This design comes from an exercise in tuning for small area on the open sky130 flow, not from production work.
In this exercise RTL edits were held to simulation tests only and were not proved equivalent to the original.

===== design.v =====
package agu_pkg;
  localparam int CH_SRC1   = 0;
  localparam int CH_SRC2   = 1;
  localparam int CH_DEST   = 2;
  localparam int CANON_MSB = 47;
  typedef enum logic [1:0] {
    SCALE_1 = 2'd0,
    SCALE_2 = 2'd1,
    SCALE_4 = 2'd2,
    SCALE_8 = 2'd3
  } scale_e;
endpackage
module agu_idx_sel (
  input  logic [3:0] sel_i,
  input  logic [3:0] idx_i,
  output logic       y_o
);
  assign y_o = |(sel_i & idx_i);
endmodule
module agu_fa (
  input  logic a_i,
  input  logic b_i,
  input  logic c_i,
  output logic s_o,
  output logic co_o
);
  assign s_o  = a_i ^ b_i ^ c_i;
  assign co_o = (a_i & b_i) | (a_i & c_i) | (b_i & c_i);
endmodule
module agu_ha (
  input  logic a_i,
  input  logic b_i,
  output logic s_o,
  output logic co_o
);
  assign s_o  = a_i ^ b_i;
  assign co_o = a_i & b_i;
endmodule
module agu_carry_net (
  input  logic [63:0] p_i,
  input  logic [63:0] g_i,
  output logic [63:0] cy_o
);
  logic [15:0] gg, gp, gc;   
  assign gg[0] = (g_i[3]) | (g_i[2] & p_i[3]) | (g_i[1] & p_i[3] & p_i[2]) | (g_i[0] & p_i[3] & p_i[2] & p_i[1]);
  assign gp[0] = p_i[0] & p_i[1] & p_i[2] & p_i[3];
  assign gg[1] = (g_i[7]) | (g_i[6] & p_i[7]) | (g_i[5] & p_i[7] & p_i[6]) | (g_i[4] & p_i[7] & p_i[6] & p_i[5]);
  assign gp[1] = p_i[4] & p_i[5] & p_i[6] & p_i[7];
  assign gg[2] = (g_i[11]) | (g_i[10] & p_i[11]) | (g_i[9] & p_i[11] & p_i[10]) | (g_i[8] & p_i[11] & p_i[10] & p_i[9]);
  assign gp[2] = p_i[8] & p_i[9] & p_i[10] & p_i[11];
  assign gg[3] = (g_i[15]) | (g_i[14] & p_i[15]) | (g_i[13] & p_i[15] & p_i[14]) | (g_i[12] & p_i[15] & p_i[14] & p_i[13]);
  assign gp[3] = p_i[12] & p_i[13] & p_i[14] & p_i[15];
  assign gg[4] = (g_i[19]) | (g_i[18] & p_i[19]) | (g_i[17] & p_i[19] & p_i[18]) | (g_i[16] & p_i[19] & p_i[18] & p_i[17]);
  assign gp[4] = p_i[16] & p_i[17] & p_i[18] & p_i[19];
  assign gg[5] = (g_i[23]) | (g_i[22] & p_i[23]) | (g_i[21] & p_i[23] & p_i[22]) | (g_i[20] & p_i[23] & p_i[22] & p_i[21]);
  assign gp[5] = p_i[20] & p_i[21] & p_i[22] & p_i[23];
  assign gg[6] = (g_i[27]) | (g_i[26] & p_i[27]) | (g_i[25] & p_i[27] & p_i[26]) | (g_i[24] & p_i[27] & p_i[26] & p_i[25]);
  assign gp[6] = p_i[24] & p_i[25] & p_i[26] & p_i[27];
  assign gg[7] = (g_i[31]) | (g_i[30] & p_i[31]) | (g_i[29] & p_i[31] & p_i[30]) | (g_i[28] & p_i[31] & p_i[30] & p_i[29]);
  assign gp[7] = p_i[28] & p_i[29] & p_i[30] & p_i[31];
  assign gg[8] = (g_i[35]) | (g_i[34] & p_i[35]) | (g_i[33] & p_i[35] & p_i[34]) | (g_i[32] & p_i[35] & p_i[34] & p_i[33]);
  assign gp[8] = p_i[32] & p_i[33] & p_i[34] & p_i[35];
  assign gg[9] = (g_i[39]) | (g_i[38] & p_i[39]) | (g_i[37] & p_i[39] & p_i[38]) | (g_i[36] & p_i[39] & p_i[38] & p_i[37]);
  assign gp[9] = p_i[36] & p_i[37] & p_i[38] & p_i[39];
  assign gg[10] = (g_i[43]) | (g_i[42] & p_i[43]) | (g_i[41] & p_i[43] & p_i[42]) | (g_i[40] & p_i[43] & p_i[42] & p_i[41]);
  assign gp[10] = p_i[40] & p_i[41] & p_i[42] & p_i[43];
  assign gg[11] = (g_i[47]) | (g_i[46] & p_i[47]) | (g_i[45] & p_i[47] & p_i[46]) | (g_i[44] & p_i[47] & p_i[46] & p_i[45]);
  assign gp[11] = p_i[44] & p_i[45] & p_i[46] & p_i[47];
  assign gg[12] = (g_i[51]) | (g_i[50] & p_i[51]) | (g_i[49] & p_i[51] & p_i[50]) | (g_i[48] & p_i[51] & p_i[50] & p_i[49]);
  assign gp[12] = p_i[48] & p_i[49] & p_i[50] & p_i[51];
  assign gg[13] = (g_i[55]) | (g_i[54] & p_i[55]) | (g_i[53] & p_i[55] & p_i[54]) | (g_i[52] & p_i[55] & p_i[54] & p_i[53]);
  assign gp[13] = p_i[52] & p_i[53] & p_i[54] & p_i[55];
  assign gg[14] = (g_i[59]) | (g_i[58] & p_i[59]) | (g_i[57] & p_i[59] & p_i[58]) | (g_i[56] & p_i[59] & p_i[58] & p_i[57]);
  assign gp[14] = p_i[56] & p_i[57] & p_i[58] & p_i[59];
  assign gg[15] = (g_i[63]) | (g_i[62] & p_i[63]) | (g_i[61] & p_i[63] & p_i[62]) | (g_i[60] & p_i[63] & p_i[62] & p_i[61]);
  assign gp[15] = 1'b0;   
  assign gc[0] = 1'b0;
  assign gc[1] = gg[0] | (gp[0] & gc[0]);
  assign gc[2] = gg[1] | (gp[1] & gc[1]);
  assign gc[3] = gg[2] | (gp[2] & gc[2]);
  assign gc[4] = gg[3] | (gp[3] & gc[3]);
  assign gc[5] = gg[4] | (gp[4] & gc[4]);
  assign gc[6] = gg[5] | (gp[5] & gc[5]);
  assign gc[7] = gg[6] | (gp[6] & gc[6]);
  assign gc[8] = gg[7] | (gp[7] & gc[7]);
  assign gc[9] = gg[8] | (gp[8] & gc[8]);
  assign gc[10] = gg[9] | (gp[9] & gc[9]);
  assign gc[11] = gg[10] | (gp[10] & gc[10]);
  assign gc[12] = gg[11] | (gp[11] & gc[11]);
  assign gc[13] = gg[12] | (gp[12] & gc[12]);
  assign gc[14] = gg[13] | (gp[13] & gc[13]);
  assign gc[15] = gg[14] | (gp[14] & gc[14]);
  assign cy_o[0] = gc[0];
  assign cy_o[1] = g_i[0] | (p_i[0] & cy_o[0]);
  assign cy_o[2] = g_i[1] | (p_i[1] & cy_o[1]);
  assign cy_o[3] = g_i[2] | (p_i[2] & cy_o[2]);
  assign cy_o[4] = gc[1];
  assign cy_o[5] = g_i[4] | (p_i[4] & cy_o[4]);
  assign cy_o[6] = g_i[5] | (p_i[5] & cy_o[5]);
  assign cy_o[7] = g_i[6] | (p_i[6] & cy_o[6]);
  assign cy_o[8] = gc[2];
  assign cy_o[9] = g_i[8] | (p_i[8] & cy_o[8]);
  assign cy_o[10] = g_i[9] | (p_i[9] & cy_o[9]);
  assign cy_o[11] = g_i[10] | (p_i[10] & cy_o[10]);
  assign cy_o[12] = gc[3];
  assign cy_o[13] = g_i[12] | (p_i[12] & cy_o[12]);
  assign cy_o[14] = g_i[13] | (p_i[13] & cy_o[13]);
  assign cy_o[15] = g_i[14] | (p_i[14] & cy_o[14]);
  assign cy_o[16] = gc[4];
  assign cy_o[17] = g_i[16] | (p_i[16] & cy_o[16]);
  assign cy_o[18] = g_i[17] | (p_i[17] & cy_o[17]);
  assign cy_o[19] = g_i[18] | (p_i[18] & cy_o[18]);
  assign cy_o[20] = gc[5];
  assign cy_o[21] = g_i[20] | (p_i[20] & cy_o[20]);
  assign cy_o[22] = g_i[21] | (p_i[21] & cy_o[21]);
  assign cy_o[23] = g_i[22] | (p_i[22] & cy_o[22]);
  assign cy_o[24] = gc[6];
  assign cy_o[25] = g_i[24] | (p_i[24] & cy_o[24]);
  assign cy_o[26] = g_i[25] | (p_i[25] & cy_o[25]);
  assign cy_o[27] = g_i[26] | (p_i[26] & cy_o[26]);
  assign cy_o[28] = gc[7];
  assign cy_o[29] = g_i[28] | (p_i[28] & cy_o[28]);
  assign cy_o[30] = g_i[29] | (p_i[29] & cy_o[29]);
  assign cy_o[31] = g_i[30] | (p_i[30] & cy_o[30]);
  assign cy_o[32] = gc[8];
  assign cy_o[33] = g_i[32] | (p_i[32] & cy_o[32]);
  assign cy_o[34] = g_i[33] | (p_i[33] & cy_o[33]);
  assign cy_o[35] = g_i[34] | (p_i[34] & cy_o[34]);
  assign cy_o[36] = gc[9];
  assign cy_o[37] = g_i[36] | (p_i[36] & cy_o[36]);
  assign cy_o[38] = g_i[37] | (p_i[37] & cy_o[37]);
  assign cy_o[39] = g_i[38] | (p_i[38] & cy_o[38]);
  assign cy_o[40] = gc[10];
  assign cy_o[41] = g_i[40] | (p_i[40] & cy_o[40]);
  assign cy_o[42] = g_i[41] | (p_i[41] & cy_o[41]);
  assign cy_o[43] = g_i[42] | (p_i[42] & cy_o[42]);
  assign cy_o[44] = gc[11];
  assign cy_o[45] = g_i[44] | (p_i[44] & cy_o[44]);
  assign cy_o[46] = g_i[45] | (p_i[45] & cy_o[45]);
  assign cy_o[47] = g_i[46] | (p_i[46] & cy_o[46]);
  assign cy_o[48] = gc[12];
  assign cy_o[49] = g_i[48] | (p_i[48] & cy_o[48]);
  assign cy_o[50] = g_i[49] | (p_i[49] & cy_o[49]);
  assign cy_o[51] = g_i[50] | (p_i[50] & cy_o[50]);
  assign cy_o[52] = gc[13];
  assign cy_o[53] = g_i[52] | (p_i[52] & cy_o[52]);
  assign cy_o[54] = g_i[53] | (p_i[53] & cy_o[53]);
  assign cy_o[55] = g_i[54] | (p_i[54] & cy_o[54]);
  assign cy_o[56] = gc[14];
  assign cy_o[57] = g_i[56] | (p_i[56] & cy_o[56]);
  assign cy_o[58] = g_i[57] | (p_i[57] & cy_o[57]);
  assign cy_o[59] = g_i[58] | (p_i[58] & cy_o[58]);
  assign cy_o[60] = gc[15];
  assign cy_o[61] = g_i[60] | (p_i[60] & cy_o[60]);
  assign cy_o[62] = g_i[61] | (p_i[61] & cy_o[61]);
  assign cy_o[63] = g_i[62] | (p_i[62] & cy_o[62]);
endmodule
module agu_addr_calc (
  input  logic [63:0] base_i,
  input  logic [63:0] index_i,
  input  logic        index_valid_i,
  input  logic [1:0]  scale_i,
  input  logic [31:0] disp_i,
  output logic [63:0] sum_o
);
  logic [3:0]  sel;
  logic [66:0] idx_ext;
  logic [63:0] sidx, dext, s, c, p, g, cy;
  assign sel[0] = index_valid_i & (scale_i == 2'd0);
  assign sel[1] = index_valid_i & (scale_i == 2'd1);
  assign sel[2] = index_valid_i & (scale_i == 2'd2);
  assign sel[3] = index_valid_i & (scale_i == 2'd3);
  assign idx_ext = {index_i, 3'b000};
  assign dext    = {{32{disp_i[31]}}, disp_i};
  assign c[0]    = 1'b0;
  for (genvar i = 0; i < 64; i++) begin : g_bit
    agu_idx_sel u_sel (
      .sel_i (sel),
      .idx_i ({idx_ext[i], idx_ext[i+1], idx_ext[i+2], idx_ext[i+3]}),
      .y_o   (sidx[i])
    );
    if (i < 63) begin : g_csa
      agu_fa u_fa (.a_i(base_i[i]), .b_i(sidx[i]), .c_i(dext[i]), .s_o(s[i]), .co_o(c[i+1]));
    end else begin : g_top
      assign s[i] = base_i[i] ^ sidx[i] ^ dext[i];
    end
    if (i == 0) begin : g_pg0
      assign p[i] = s[i];
      assign g[i] = 1'b0;
    end else begin : g_pg
      agu_ha u_ha (.a_i(s[i]), .b_i(c[i]), .s_o(p[i]), .co_o(g[i]));
    end
  end
  agu_carry_net u_cn (.p_i(p), .g_i(g), .cy_o(cy));
  assign sum_o = p ^ cy;
endmodule
import agu_pkg::*;
module agu_pipe_stage
#(
  parameter int ADDR_W    = 64,
  parameter int NUM_CH    = 3,
  parameter int DISP_W    = 32,
  parameter int PAYLOAD_W = 256,
  parameter int DEPTH     = 2
) (
  input  logic                     clk,
  input  logic                     resetN,
  input  logic                     flushIn,
  input  logic                     inValid,
  output logic                     inReady,
  input  logic [PAYLOAD_W-1:0]     inPayload,
  input  logic [NUM_CH-1:0]        inMemAccess,
  input  logic [NUM_CH*ADDR_W-1:0] inBase,
  input  logic [NUM_CH*ADDR_W-1:0] inIndex,
  input  logic [NUM_CH-1:0]        inIndexValid,
  input  logic [NUM_CH*2-1:0]      inScale,
  input  logic [NUM_CH*DISP_W-1:0] inDisp,
  output logic                     outValid,
  input  logic                     outReady,
  output logic [PAYLOAD_W-1:0]     outPayload,
  output logic [NUM_CH-1:0]        outMemAccess,
  output logic [NUM_CH*ADDR_W-1:0] outAddr,
  output logic [NUM_CH-1:0]        outFault,
  output logic [31:0]              acceptedCount
);
  localparam int ENTRY_W = PAYLOAD_W + NUM_CH + NUM_CH*ADDR_W;
  logic [NUM_CH*ADDR_W-1:0] calc_sum;
  logic [ENTRY_W-1:0]       push_entry;
  logic [ENTRY_W-1:0]       ent0_q, ent1_q;
  logic        wr_ptr_q, rd_ptr_q, rd_ptr_n_q;
  logic [1:0]  count_q;
  logic [31:0] acc_cnt_q;
  logic        rdy_en_q;
  logic        push, pop;
  for (genvar c = 0; c < NUM_CH; c++) begin : g_ch
    agu_addr_calc u_calc (
      .base_i        (inBase[c*ADDR_W +: ADDR_W]),
      .index_i       (inIndex[c*ADDR_W +: ADDR_W]),
      .index_valid_i (inIndexValid[c]),
      .scale_i       (inScale[c*2 +: 2]),
      .disp_i        (inDisp[c*DISP_W +: DISP_W]),
      .sum_o         (calc_sum[c*ADDR_W +: ADDR_W])
    );
  end
  assign push_entry = {inPayload, inMemAccess, calc_sum};
  assign inReady  = rdy_en_q & ~count_q[1];
  assign outValid = (count_q != 2'd0);
  assign push     = inValid & inReady & ~flushIn;
  assign pop      = outValid & outReady & ~flushIn;
  always_ff @(posedge clk or negedge resetN) begin
    if (!resetN) begin
      wr_ptr_q  <= 1'b0;
      rd_ptr_q  <= 1'b0;
      rd_ptr_n_q <= 1'b1;
      count_q   <= 2'd0;
      rdy_en_q  <= 1'b0;
    end else begin
      rdy_en_q <= 1'b1;
      if (flushIn) begin
        wr_ptr_q <= 1'b0;
        rd_ptr_q <= 1'b0;
        rd_ptr_n_q <= 1'b1;
        count_q  <= 2'd0;
      end else begin
        if (push) begin
          wr_ptr_q <= ~wr_ptr_q;
        end
        if (pop) begin
          rd_ptr_q   <= ~rd_ptr_q;
          rd_ptr_n_q <= ~rd_ptr_n_q;
        end
        if (push & ~pop) count_q <= count_q + 2'd1;
        if (pop & ~push) count_q <= count_q - 2'd1;
      end
    end
  end
  logic        cnt_inc;
  logic [31:0] cnt_tog;
  assign cnt_inc = push & ~&acc_cnt_q;
  for (genvar i = 0; i < 32; i++) begin : g_cnt
    if (i == 0) assign cnt_tog[i] = cnt_inc;
    else        assign cnt_tog[i] = cnt_inc & (&acc_cnt_q[i-1:0]);
  end
  always_ff @(posedge clk or negedge resetN) begin
    if (!resetN) acc_cnt_q <= '0;
    else         acc_cnt_q <= acc_cnt_q ^ cnt_tog;
  end
  always_ff @(posedge clk) begin
    if (~count_q[1] & ~wr_ptr_q) ent0_q <= push_entry;
    if (~count_q[1] &  wr_ptr_q) ent1_q <= push_entry;
  end
  logic [ENTRY_W-1:0]       head;
  logic [NUM_CH-1:0]        head_mem;
  assign head     = ({ENTRY_W{rd_ptr_n_q}} & ent0_q) | ({ENTRY_W{rd_ptr_q}} & ent1_q);
  assign head_mem = head[NUM_CH*ADDR_W +: NUM_CH];
  assign outPayload   = head[ENTRY_W-1 -: PAYLOAD_W];
  assign outMemAccess = head_mem;
  for (genvar c = 0; c < NUM_CH; c++) begin : g_out
    logic [ADDR_W-1:0]         a;
    logic [ADDR_W-1:CANON_MSB] upper;
    logic                      s0, s1;
    assign s0    = rd_ptr_n_q & ent0_q[NUM_CH*ADDR_W + c];
    assign s1    = rd_ptr_q   & ent1_q[NUM_CH*ADDR_W + c];
    assign a     = ({ADDR_W{s0}} & ent0_q[c*ADDR_W +: ADDR_W]) | ({ADDR_W{s1}} & ent1_q[c*ADDR_W +: ADDR_W]);
    assign upper = a[ADDR_W-1:CANON_MSB];
    assign outAddr[c*ADDR_W +: ADDR_W] = a;
    assign outFault[c] = ~(&upper) & (|upper);
  end
  assign acceptedCount = acc_cnt_q;
endmodule

===== flow/run.sh =====
#!/bin/bash
# Standard ORFS layout; the only change is the cell used to buffer the ports
# (buf_1 instead of the flow's default pick).
set -euo pipefail
bash standard.sh "BUFFER_PORTS_ARGS=-buffer_cell sky130_fd_sc_hd__buf_1" finish > standard_flow.log 2>&1

===== standard.sh =====
#!/bin/bash
# synth_recipe.tcl (not shown) runs the flow's synth.tcl, then flattens the netlist and writes it again
# the make line also repeats each setting of config.mk as NAME=value (left out here)
make -C /OpenROAD-flow-scripts/flow DESIGN_CONFIG=/design/flow/config.mk WORK_HOME=/design/flow/orfs CLKGATE_MAP_FILE= SYNTH_SCRIPT=/design/flow/synth_recipe.tcl "${@:-finish}"

===== config.mk =====
export PLATFORM = sky130hd
export DESIGN_NAME = agu_pipe_stage
export DESIGN_NICKNAME = agu_pipe_stage
export VERILOG_FILES = /design/flow/design.v
export SDC_FILE = /design/flow/constraint.sdc
export NUM_CORES = 4
export LEC_CHECK = 0
export CAP_MARGIN = 20
export CORE_MARGIN = 2
export CORE_UTILIZATION = 40
export SLEW_MARGIN = 20
export SYNTH_HIERARCHICAL = 1

===== constraint.sdc =====
create_clock -name core_clock -period 5.5 [get_ports {clk}]
set_input_delay 1.1000 -clock core_clock [delete_from_list [all_inputs] [get_ports {clk}]]
set_output_delay 1.1000 -clock core_clock [all_outputs]
set_load 0.01 [all_outputs]

==> flow_summary.toml <==
[outcome]
outcome = "timing/DRC/antenna clean"

[clock_tree]
clockBufferDepth = 3
clock_sinks = 940
htreeDepth = 3
cts_setup_buffers = 0
cts_tree = "built"
cts.clk_slew.worst_paths_ns = 0.06
ctsResizeCount = 0
cts-buffers-inserted = 103
clk_root_buffer_cell = "clkbuf_16"
clk_latency_ns = 0.74
cts_hold_buf = 0

[power]
p_leak_nw = 23.1
vdd_drop_max_v = 0.000284
power_density_nw_per_um2 = 401
power_mw = 24.0

[global_routing]
grt_pass1_wl_um = 261000
grt_usage_pct = 29.1
grt-ovfl-total = 0
grt_pass1_vias = 35900
antenna_found_initial = 64
grt_max_degree = 152

[floorplanning]
fp.dieH_um = 353
core_region_area_um2 = 121000
ios = 1241
die_width_um = 353
die_area_um2 = 125000
rows = 128
initial_core_util_pct = 40.2

[critical_path]
path_class = "primary input to register"
crit_path_end_kind = "register"
worst_ep_required_time_ns = 5.96
critPathLaunchType = "primary input"
worstPathArrival_ns = 5.15
path_max_fanout = 23
r2r_slack_ns = 3.05

[run]
cap_violations = 0

[sta]
fin_skew_ns = 0.0528
rsz0062_at_grt = "no"
slew_violations = 0
relSlewSlack_pct = 34.1
max_freq_mhz = 213
setup_violations = 0
fin_crit_sh_pct = 85.3
hold_viol_final = 0
worst_pin_slew_ns = 0.988
period_needed_ns = 4.69

[synthesis]
synth_area_leaders = "edfxtp_1 (56%), a22o_1 (8.0%), fa_1 (7.8%)"
synth_top_area_share_pct = 55.5
ys.flop_type = "edfxtp_1"
synth_seq_cells = 940
synthCells = 3416
synth_edf_count = 902
syn_area_per_cell_um2 = 14.3
yosysTopAreaCell = "edfxtp_1"
synth_area_um2 = 48800
ys_seq_area_share_pct = 57.5
async_flop_share_pct = 4.04
ys_types = 65
yosys_warnings = 7

[routing]
drt-met1-wl_um = 73900
dr.pass1.iters = 6
first_iter_violations = 3584
postRouteAntennaNets = 0
vias = 37400
drcViolationCount = 0
routedWlPerCell_um = 29.0
wl_met3_um = 16000
routed.top_layer = "met5"
drt-vias-per-instance = 5.77
met2_length_um = 88600
drt_wl_total_um = 188000

[min_path]
hold_path.class = "register to register"

[place]
place_area_um2 = 56300
place.detailed.hpwl_um = 149000
io_buffers = 1240
routabilityCongestion = 0.950

[cells_and_area]
layout_commonest_cell = "buf_1"
layout_common_cells = "buf_1 (1,236), edfxtp_1 (902), a22o_1 (445)"
final_area_um2 = 59900
area_growth_pct = 22.8
drive_above_1_share_pct = 6.97
nNetsFinal = 5877
## per-module statistics from Yosys (local to each module, per instance)
module | area [um^2] | copies in the design
agu_carry_net | 1220 | 3
agu_ha | 12.5 | 189
agu_fa | 20.0 | 189
agu_pipe_stage | 33500 | 1
agu_addr_calc | 619 | 3
agu_idx_sel | 18.8 | 192
## registers in the layout (all words and copies together) (netlist names)
register    flops
ent0_q        451
ent1_q        451
acc_cnt_q      32
count_q         2
rd_ptr_n_q      1
rd_ptr_q        1
rdy_en_q        1
wr_ptr_q        1
## synth_stat cells (14+ instances only)
cell,count
xor2_1,212
fa_1,189
and3_1,22
nand3_1,31
nand4_1,29
o21ai_0,35
edfxtp_1,902
buf_1,16
a22o_1,445
nand2_1,275
nor4_1,14
nor2_1,61
inv_1,23
ha_1,190
a22oi_1,385
a21o_1,141
and2_1,14
a21oi_1,96
dfrtp_1,37
clkbuf_1,68
## stage by stage
step,setup WS [ns],util (%),TNS (ns),hold WS (ns),std cells
6_report,0.808,49.3,0,0.497,6484
5_1_grt,0.508,49.3,0,0.506,6474
4_1_cts,0.691,49.3,0,0.494,6460
3_5_place_dp,0.149,46.4,0,0.481,6265
3_3_place_gp,0.171,46.4,0,0.473,6265
2_1_floorplan,-2.18,-,-1926.75,0.515,3440
## critical path, cell delays in order
cell and delay, ns:
buf_1 0.18, and3b_2 0.26, buf_4 0.22, a22oi_1 0.21
nand2_1 0.09, fa_1 0.50, ha_1 0.37, and3_1 0.20
and3_1 0.19, a22o_1 0.23, a21oi_1 0.35, a211oi_1 0.23
o31ai_1 0.44, a21oi_1 0.17, a21o_1 0.22, xor2_1 0.16
## report_power, final
| group | internal (mW) | switching, mW | total, mW |
|---|---|---|---|
| sequential | 9.71 | 0.327 | 10.0 |
| combinational | 2.44 | 4.48 | 6.92 |
| clock | 4.01 | 3.02 | 7.03 |
## final timing paths
path,start,end,depth (start not counted)
max in group asynchronous,resetN,rd_ptr_q$_DFFE_PN0P_,1
min in group asynchronous,resetN,acc_cnt_q[3]$_DFF_PN0_,1
max,inScale[4],ent0_q[183]$_DFFE_PP_,16
min,acc_cnt_q[19]$_DFF_PN0_,acc_cnt_q[19]$_DFF_PN0_,1
min reg2reg,acc_cnt_q[19]$_DFF_PN0_,acc_cnt_q[19]$_DFF_PN0_,1
max reg2reg,count_q[1]$_DFFE_PN0P_,ent1_q[116]$_DFFE_PP_,3
## routing by layer
metal / track usage [%] / vias up
met1: 36.8 / 18900
met5: 0 / -
met2: 46.9 / 1730
li1: - / 16400
met4: 13.3 / 26
met3: 7.49 / 375
## logic make-up (layout without fill, tap and decap cells)
kind of cell | count (synthesis) | after routing | synth area share [%]
and+or+nand+nor | 535 | 535 | 5.33
adders and majority gates | 379 | 379 | 12.6
other | 7 | 55 | 0.0539
buffers and inverters | 131 | 1526 | 1.16
AOI/OAI and AO/OA | 1203 | 1203 | 19.3
xor gates and xnor gates | 221 | 221 | 4.06
DFF | 940 | 940 | 57.5
## cell type report
| cell class | instances | area [um^2] |
|---|---|---|
| Clock buffer | 125 | 2690 |
| Inverter | 23 | 86.3 |
| Clock inverter | 70 | 798 |
| Multi-Input combinational cell | 2369 | 20700 |
| Fill cell | 11000 | 61500 |
| Timing Repair Buffer | 1308 | 5450 |
| Tap cell | 1625 | 2030 |
| Antenna cell | 24 | 60.1 |
| Sequential cell | 940 | 28000 |

## re-timing with driven ports
No port has a modelled driver above. Below, the same layout with a new extraction and two added sets of constraints. Step 1: set_driving_cell puts a clkbuf_16 on clk and a buf_2 on each other input, an assumption about the parent block. Step 2 times the ports against the registers' clock, not the clock port: input delays grow and output delays shrink by t, the midpoint of the rising clock arrivals with the driver on. Slacks: no drivers / after step 1 / after step 2; pairs: no drivers / after step 1.
t (ns): 0.779
setup slack, ns: 0.808 / 0.742 / 0.085
slew at the worst register clock pin (ns): 0.07 / 0.07
worst slew at a driven data input, ns: 0.27
After both steps this run still meets setup and hold. For this run, drivers alone change the setup slack by -0.066 ns; drivers and shift together by -0.723 ns.
